From an optimization exercise on the open Yosys and OpenROAD flow, aimed at small area, a short achievable clock period and few clock cycles; shortcuts taken in it are not production practice.
Power and IR drop assume default switching activity.

oak:
==> module neuron_state_mem, before the edit <==
module neuron_state_mem #(
    parameter int DATA_W = 32,
    parameter int DEPTH  = 64,
    parameter int ADDR_W = $clog2(DEPTH)
) (
    input  logic              clk,
    input  logic              reset,
    input  logic              init_start,
    input  logic [DATA_W-1:0] init_value,
    output logic              init_busy,
    output logic              ready,
    input  logic              rd_en,
    input  logic [ADDR_W-1:0] rd_addr,
    output logic [DATA_W-1:0] rd_data,
    output logic              rd_valid,
    input  logic              wr_en,
    input  logic [ADDR_W-1:0] wr_addr,
    input  logic [DATA_W-1:0] wr_data
);
    logic                ready_q;
    logic                busy_q;
    logic [DATA_W-1:0]   init_q;
    logic [DEPTH-1:0]    stale_q;
    logic [DATA_W-1:0]   rd_data_q;
    logic                rd_valid_q;
    logic [DATA_W-1:0]   mem [DEPTH];
    logic                keep;
    assign ready     = ready_q;
    assign init_busy = busy_q;
    assign rd_data   = rd_data_q;
    assign rd_valid  = rd_valid_q;
    assign keep = ready_q && !init_start;
    logic [7:0]       lo_n, hi_n;       
    logic [DEPTH-1:0] sel;              
    logic             en, bypass, g, use_init;
    logic [DATA_W-1:0] rd_d;
    nsm_predec u_pd_lo (.a(rd_addr[2:0]), .y_n(lo_n));
    nsm_predec u_pd_hi (.a(rd_addr[5:3]), .y_n(hi_n));
    for (genvar i = 0; i < DEPTH; i++) begin : g_sel
        nsm_nor3 u_sel (.a(hi_n[i/8]), .b(lo_n[i%8]), .c(stale_q[i]), .y(sel[i]));
    end
    nsm_none u_none (.a(sel), .y(use_init));
    nsm_ctl u_ctl (.ready(ready_q), .rd_en(rd_en), .wr_en(wr_en), .rd_addr(rd_addr),
                   .wr_addr(wr_addr), .en(en), .bypass(bypass), .g(g));
    for (genvar b = 0; b < DATA_W; b++) begin : g_bit
        logic [DEPTH/2-1:0] x;    
        logic [7:0]         y;    
        logic [1:0]         z;    
        logic               e, ie, t;
        for (genvar j = 0; j < DEPTH/2; j++) begin : g_l1
            nsm_aoi22 u_x (.a1(sel[2*j]), .a2(mem[2*j][b]), .b1(sel[2*j+1]), .b2(mem[2*j+1][b]),
                           .y(x[j]));
        end
        for (genvar k = 0; k < 8; k++) begin : g_l2
            nsm_nand4 u_y (.a(x[4*k]), .b(x[4*k+1]), .c(x[4*k+2]), .d(x[4*k+3]), .y(y[k]));
        end
        for (genvar h = 0; h < 2; h++) begin : g_l3
            nsm_oai41 u_z (.a1(y[4*h]), .a2(y[4*h+1]), .a3(y[4*h+2]), .a4(y[4*h+3]), .b1(g),
                           .y(z[h]));
        end
        nsm_ao22 u_e (.a1(!en), .a2(rd_data_q[b]), .b1(en && bypass), .b2(wr_data[b]), .x(e));
        nsm_and2 u_ie (.a(g), .b(init_q[b]), .x(ie));
        nsm_aoi21 u_t (.a1(use_init), .a2(ie), .b1(e), .y(t));
        nsm_nand3 u_d (.a(t), .b(z[0]), .c(z[1]), .y(rd_d[b]));
    end
    always_ff @(posedge clk or negedge reset) begin
        if (!reset) begin
            ready_q    <= 1'b0;
            busy_q     <= 1'b1;
            rd_data_q  <= '0;
            rd_valid_q <= 1'b0;
        end else begin
            ready_q    <= 1'b1;
            busy_q     <= 1'b0;
            rd_valid_q <= en;
            rd_data_q  <= rd_d;
        end
    end
    always_ff @(posedge clk) begin
        if (!ready_q || init_start) init_q <= init_value;
        for (int i = 0; i < DEPTH; i++)
            stale_q[i] <= !(keep && (!stale_q[i] || (wr_en && wr_addr == ADDR_W'(i))));
    end
    always_ff @(posedge clk) begin
        if (wr_en) mem[wr_addr] <= wr_data;
    end
endmodule
clock: 4.5 ns
lec_check: 0
cap_margin: 20
core_margin: 2
core_utilization: 50
cts_cluster_diameter: 120
cts_cluster_size: 26
setup_slack_margin: 2.2
slew_margin: 20
synth_hierarchical: 1
run.sh (not shown) runs the stock make flow with config.mk's settings and CLKGATE_MAP_FILE= SYNTH_SCRIPT=/design/flow/synth_recipe.tcl, a recipe that flattens the netlist after the stock synthesis.
> inputs changed (oak -> pine)
diff --git a/flow/design.v b/flow/design.v
--- a/flow/design.v
+++ b/flow/design.v
@@ -42,27 +42,17 @@
     nsm_none u_none (.a(sel), .y(use_init));
     nsm_ctl u_ctl (.ready(ready_q), .rd_en(rd_en), .wr_en(wr_en), .rd_addr(rd_addr),
                    .wr_addr(wr_addr), .en(en), .bypass(bypass), .g(g));
     for (genvar b = 0; b < DATA_W; b++) begin : g_bit
-        logic [DEPTH/2-1:0] x;    
-        logic [7:0]         y;    
-        logic [1:0]         z;    
-        logic               e, ie, t;
-        for (genvar j = 0; j < DEPTH/2; j++) begin : g_l1
-            nsm_aoi22 u_x (.a1(sel[2*j]), .a2(mem[2*j][b]), .b1(sel[2*j+1]), .b2(mem[2*j+1][b]),
-                           .y(x[j]));
+        logic [DEPTH-1:0] col;
+        logic             e, ie;
+        for (genvar i = 0; i < DEPTH; i++) begin : g_col
+            assign col[i] = mem[i][b];
         end
-        for (genvar k = 0; k < 8; k++) begin : g_l2
-            nsm_nand4 u_y (.a(x[4*k]), .b(x[4*k+1]), .c(x[4*k+2]), .d(x[4*k+3]), .y(y[k]));
-        end
-        for (genvar h = 0; h < 2; h++) begin : g_l3
-            nsm_oai41 u_z (.a1(y[4*h]), .a2(y[4*h+1]), .a3(y[4*h+2]), .a4(y[4*h+3]), .b1(g),
-                           .y(z[h]));
-        end
-        nsm_ao22 u_e (.a1(!en), .a2(rd_data_q[b]), .b1(en && bypass), .b2(wr_data[b]), .x(e));
-        nsm_and2 u_ie (.a(g), .b(init_q[b]), .x(ie));
-        nsm_aoi21 u_t (.a1(use_init), .a2(ie), .b1(e), .y(t));
-        nsm_nand3 u_d (.a(t), .b(z[0]), .c(z[1]), .y(rd_d[b]));
+        assign e  = (!en && rd_data_q[b]) || (en && bypass && wr_data[b]);
+        assign ie = g && init_q[b];
+        nsm_bitsel u_bit (.sel(sel), .m(col), .g(g), .use_init(use_init), .ie(ie), .e(e),
+                          .d(rd_d[b]));
     end
     always_ff @(posedge clk or negedge reset) begin
         if (!reset) begin
             ready_q    <= 1'b0;
@@ -110,8 +100,29 @@
     output logic        y
 );
     assign y = !(|a);
 endmodule
+module nsm_bitsel (
+    input  logic [63:0] sel,
+    input  logic [63:0] m,
+    input  logic        g,
+    input  logic        use_init,
+    input  logic        ie,
+    input  logic        e,
+    output logic        d
+);
+    logic [31:0] x;
+    logic [7:0]  y;
+    logic [1:0]  z;
+    logic        t;
+    always_comb begin
+        for (int j = 0; j < 32; j++) x[j] = !((sel[2*j] && m[2*j]) || (sel[2*j+1] && m[2*j+1]));
+        for (int k = 0; k < 8; k++)  y[k] = !(x[4*k] && x[4*k+1] && x[4*k+2] && x[4*k+3]);
+        for (int h = 0; h < 2; h++)  z[h] = !((y[4*h] || y[4*h+1] || y[4*h+2] || y[4*h+3]) && g);
+        t = !((use_init && ie) || e);
+        d = !(t && z[0] && z[1]);
+    end
+endmodule
 module nsm_nor3 (input logic a, b, c, output logic y);
     assign y = !(a || b || c);
 endmodule
 module nsm_aoi22 (input logic a1, a2, b1, b2, output logic y);
[summary]
Compared with oak, pine shows global placement routability congestion higher by 0.060. oak -> pine: area taken by flip-flops and latches flat. Compared with oak, in pine average footprint of a synthesized cell went down, total design power went down, clock buffer count went down, total routing resource utilization after global routing did not really move, area of all placed cells without fillers went down.
Function was not checked in any run of this note: the RTL went through the layout flow alone.

---

job 101:
The RTL this note starts from:
==> flow/design.v <==
module neuron_state_mem #(
    parameter int DATA_W = 32,
    parameter int DEPTH  = 64,
    parameter int ADDR_W = $clog2(DEPTH)
) (
    input  logic              clk,
    input  logic              reset,
    input  logic              init_start,
    input  logic [DATA_W-1:0] init_value,
    output logic              init_busy,
    output logic              ready,
    input  logic              rd_en,
    input  logic [ADDR_W-1:0] rd_addr,
    output logic [DATA_W-1:0] rd_data,
    output logic              rd_valid,
    input  logic              wr_en,
    input  logic [ADDR_W-1:0] wr_addr,
    input  logic [DATA_W-1:0] wr_data
);
    logic                ready_q;
    logic                busy_q;
    logic [DATA_W-1:0]   init_q;
    logic [DEPTH-1:0]    written_q;
    logic [DATA_W-1:0]   rd_data_q;
    logic                rd_valid_q;
    logic [DATA_W-1:0]   mem [DEPTH];
    logic                keep;
    logic                pw_valid_q;       
    logic [ADDR_W-1:0]   pw_addr_q;
    logic [DATA_W-1:0]   pw_data_q;
    assign ready     = ready_q;
    assign init_busy = busy_q;
    assign rd_data   = rd_data_q;
    assign rd_valid  = rd_valid_q;
    assign keep = ready_q && !init_start;
    logic              en, bypass, pend_hit, g, use_init;
    logic [3:0]        hw;                     
    logic [3:0]        wq;                     
    logic [DATA_W-1:0] yq [4];                 
    logic [DATA_W-1:0] rd_d;
    assign en     = ready_q && rd_en;
    assign bypass = wr_en && rd_addr == wr_addr;
    assign pend_hit = pw_valid_q && rd_addr == pw_addr_q;
    assign g      = en && !bypass && !pend_hit;
    always_comb begin
        for (int q = 0; q < 4; q++) begin
            yq[q] = mem[{2'(q), rd_addr[3:0]}];
            wq[q] = written_q[{2'(q), rd_addr[3:0]}];
            hw[q] = g && rd_addr[5:4] == 2'(q) && wq[q];
        end
        use_init = !wq[rd_addr[5:4]];
    end
    for (genvar b = 0; b < DATA_W; b++) begin : g_bit
        logic e, ie;
        assign e  = (!en && rd_data_q[b]) || (en && bypass && wr_data[b]) ||
                    (en && !bypass && pend_hit && pw_data_q[b]);
        assign ie = g && init_q[b];
        nsm_bitfin u_fin (.y({yq[3][b], yq[2][b], yq[1][b], yq[0][b]}), .hw(hw),
                          .use_init(use_init), .ie(ie), .e(e), .d(rd_d[b]));
    end
    always_ff @(posedge clk or negedge reset) begin
        if (!reset) begin
            ready_q    <= 1'b0;
            busy_q     <= 1'b1;
            rd_data_q  <= '0;
            rd_valid_q <= 1'b0;
        end else begin
            ready_q    <= 1'b1;
            busy_q     <= 1'b0;
            rd_valid_q <= en;
            rd_data_q  <= rd_d;
        end
    end
    always_ff @(posedge clk) begin
        if (!ready_q || init_start) init_q <= init_value;
        for (int i = 0; i < DEPTH; i++)
            written_q[i] <= keep && (written_q[i] || (wr_en && wr_addr == ADDR_W'(i)));
    end
    always_ff @(posedge clk) begin
        pw_valid_q <= keep && wr_en;
        pw_addr_q  <= wr_addr;
        pw_data_q  <= wr_data;
        if (pw_valid_q) mem[pw_addr_q] <= pw_data_q;
    end
endmodule
module nsm_bitfin (
    input  logic [3:0] y,
    input  logic [3:0] hw,
    input  logic       use_init,
    input  logic       ie,
    input  logic       e,
    output logic       d
);
    assign d = (hw[0] && y[0]) || (hw[1] && y[1]) || (hw[2] && y[2]) || (hw[3] && y[3]) ||
               (use_init && ie) || e;
endmodule
export LEC_CHECK = 0
export CAP_MARGIN = 20
export CORE_MARGIN = 2
export CORE_UTILIZATION = 55
export CTS_CLUSTER_DIAMETER = 120
export CTS_CLUSTER_SIZE = 26
export SETUP_SLACK_MARGIN = 2.4
export SLEW_MARGIN = 20
export SYNTH_HIERARCHICAL = 1
export TNS_END_PERCENT = 5
create_clock -name core_clock -period 4.5 [get_ports {clk}]
standard.sh (not shown) runs the stock make flow with config.mk's settings and CLKGATE_MAP_FILE= SYNTH_SCRIPT=/design/flow/synth_recipe.tcl, a recipe that flattens the netlist after the stock synthesis.
==> flow/flow/run.sh <==
#!/bin/bash
# Standard layout, with the port buffers made from plain buffers instead of delay cells.
set -euo pipefail
export BUFFER_PORTS_ARGS="-buffer_cell sky130_fd_sc_hd__buf_4"
bash standard.sh finish > standard_finish.log 2>&1
Inputs modified between job 101 and job 102:
==> flow/design.v, changed modules only <==
module neuron_state_mem #(
    parameter int DATA_W = 32,
    parameter int DEPTH  = 64,
    parameter int ADDR_W = $clog2(DEPTH)
) (
    input  logic              clk,
    input  logic              reset,
    input  logic              init_start,
    input  logic [DATA_W-1:0] init_value,
    output logic              init_busy,
    output logic              ready,
    input  logic              rd_en,
    input  logic [ADDR_W-1:0] rd_addr,
    output logic [DATA_W-1:0] rd_data,
    output logic              rd_valid,
    input  logic              wr_en,
    input  logic [ADDR_W-1:0] wr_addr,
    input  logic [DATA_W-1:0] wr_data
);
    logic                ready_q;
    logic                busy_q;
    logic [DATA_W-1:0]   init_q;
    logic [DEPTH-1:0]    written_q;
    logic [DATA_W-1:0]   rd_data_q;
    logic                rd_valid_q;
    logic [DATA_W-1:0]   mem [DEPTH];
    logic                keep;
    logic [7:0]          pw_hi_q;          
    logic [7:0]          pw_lo_q;
    logic [DATA_W-1:0]   pw_data_q;
    assign ready     = ready_q;
    assign init_busy = busy_q;
    assign rd_data   = rd_data_q;
    assign rd_valid  = rd_valid_q;
    assign keep = ready_q && !init_start;
    logic              en, bypass, pend_hit, g, use_init;
    logic [3:0]        hw;                     
    logic [3:0]        wq;                     
    logic [DATA_W-1:0] yq [4];                 
    logic [DATA_W-1:0] rd_d;
    assign en     = ready_q && rd_en;
    assign bypass = wr_en && rd_addr == wr_addr;
    assign pend_hit = pw_hi_q[rd_addr[5:3]] && pw_lo_q[rd_addr[2:0]];
    assign g      = en && !bypass && !pend_hit;
    logic [3:0] ws0, ws1;                      
    nsm_dec2 u_wd0 (.a(rd_addr[1:0]), .y(ws0));
    nsm_dec2 u_wd1 (.a(rd_addr[3:2]), .y(ws1));
    for (genvar q = 0; q < 4; q++) begin : g_quarter
        logic [3:0] s0, s1;
        logic [3:0] wl1;
        nsm_dec2 u_d0 (.a(rd_addr[1:0]), .y(s0));
        nsm_dec2 u_d1 (.a(rd_addr[3:2]), .y(s1));
        for (genvar k = 0; k < 4; k++) begin : g_wl1
            nsm_sel4 u_wl1 (.s(ws0), .d(written_q[16*q+4*k+3:16*q+4*k]), .y(wl1[k]));
        end
        nsm_sel4 u_wl2 (.s(ws1), .d(wl1), .y(wq[q]));
        assign hw[q] = g && rd_addr[5:4] == 2'(q) && wq[q];
        for (genvar b = 0; b < DATA_W; b++) begin : g_bit
            logic [3:0] l1;
            for (genvar k = 0; k < 4; k++) begin : g_l1
                nsm_sel4 u_l1 (.s(s0), .d({mem[16*q+4*k+3][b], mem[16*q+4*k+2][b],
                                           mem[16*q+4*k+1][b], mem[16*q+4*k][b]}), .y(l1[k]));
            end
            nsm_sel4 u_l2 (.s(s1), .d(l1), .y(yq[q][b]));
        end
    end
    assign use_init = !wq[rd_addr[5:4]];
    for (genvar b = 0; b < DATA_W; b++) begin : g_bit
        logic e, ie;
        assign e  = (!en && rd_data_q[b]) || (en && bypass && wr_data[b]) ||
                    (en && !bypass && pend_hit && pw_data_q[b]);
        assign ie = g && init_q[b];
        nsm_bitfin u_fin (.y({yq[3][b], yq[2][b], yq[1][b], yq[0][b]}), .hw(hw),
                          .use_init(use_init), .ie(ie), .e(e), .d(rd_d[b]));
    end
    always_ff @(posedge clk or negedge reset) begin
        if (!reset) begin
            ready_q    <= 1'b0;
            busy_q     <= 1'b1;
            rd_data_q  <= '0;
            rd_valid_q <= 1'b0;
        end else begin
            ready_q    <= 1'b1;
            busy_q     <= 1'b0;
            rd_valid_q <= en;
            rd_data_q  <= rd_d;
        end
    end
    always_ff @(posedge clk) begin
        if (!ready_q || init_start) init_q <= init_value;
        for (int i = 0; i < DEPTH; i++)
            written_q[i] <= keep && (written_q[i] || (wr_en && wr_addr == ADDR_W'(i)));
    end
    always_ff @(posedge clk) begin
        for (int j = 0; j < 8; j++) begin
            pw_hi_q[j] <= keep && wr_en && wr_addr[5:3] == 3'(j);
            pw_lo_q[j] <= wr_addr[2:0] == 3'(j);
        end
        pw_data_q <= wr_data;
        for (int i = 0; i < DEPTH; i++)
            if (pw_hi_q[i/8] && pw_lo_q[i%8]) mem[i] <= pw_data_q;
    end
endmodule
module nsm_dec2 (
    input  logic [1:0] a,
    output logic [3:0] y
);
    always_comb for (int q = 0; q < 4; q++) y[q] = a == 2'(q);
endmodule
module nsm_sel4 (
    input  logic [3:0] s,
    input  logic [3:0] d,
    output logic       y
);
    assign y = (s[0] && d[0]) || (s[1] && d[1]) || (s[2] && d[2]) || (s[3] && d[3]);
endmodule
Findings:
No run among job 101 and job 102 stopped early or left any final violation; all are clean.
Compared with job 101, job 102 shows a higher leakage power total.
Looking only at global-route usage, and setting everything else aside, the higher value of job 101 and job 102 goes to job 102.
Inserted tap cell count, job 101 and job 102: lower on job 102
Flip-flop and latch count, job 102 vs job 101: up slightly
Via count delta for job 102 relative to job 101: 17% higher
As of job 102, final cell count had risen by more than 10% compared to job 101.
Job 101 vs job 102, dominant combinational cell family by area after synthesis: multiplexers vs compound AO/OA/AOI/OAI gates
Re vertical die dimension: job 102 is about 1.6% down on job 101.
Function was not checked in any run of this note: the RTL went through the layout flow alone.

==> what the ideal ports hide <==
In the flow no input, the clock included, has a driving cell. The finished layouts below were timed again as built, in two steps.
Step 1 sets driving cells, clkbuf_16 on the clock port and buf_2 on the other inputs (assumed; they add their load-dependent delay and slew).
Step 2 also shifts input and output timing later by t, the mid clock arrival at the registers, as if the neighbouring blocks saw the same clock.
Three values: ideal, step 1, step 2; two values: the first two.
| run | t (ns) | setup WS [ns] | hold slack, ns | worst slew at a driven data input, ns |
|---|---|---|---|---|
| oak | 0.838 | 1.693 / 1.721 / 0.883 | 0.226 / 0.169 / 0.496 | 0.18 |
| pine | 0.828 | 1.510 / 1.339 / 0.511 | 0.241 / 0.176 / 0.497 | 0.28 |
| job 101 | 0.832 | 1.910 / 1.776 / 0.944 | 0.165 / 0.133 / 0.475 | 0.27 |
| job 102 | 0.835 | 2.012 / 1.782 / 0.947 | 0.102 / 0.043 / 0.486 | 0.37 |
After both steps setup and hold are still met in every run listed. The setup slack of job 102, which loses most, moves by -0.230 ns with the drivers and by -1.065 ns with both steps.
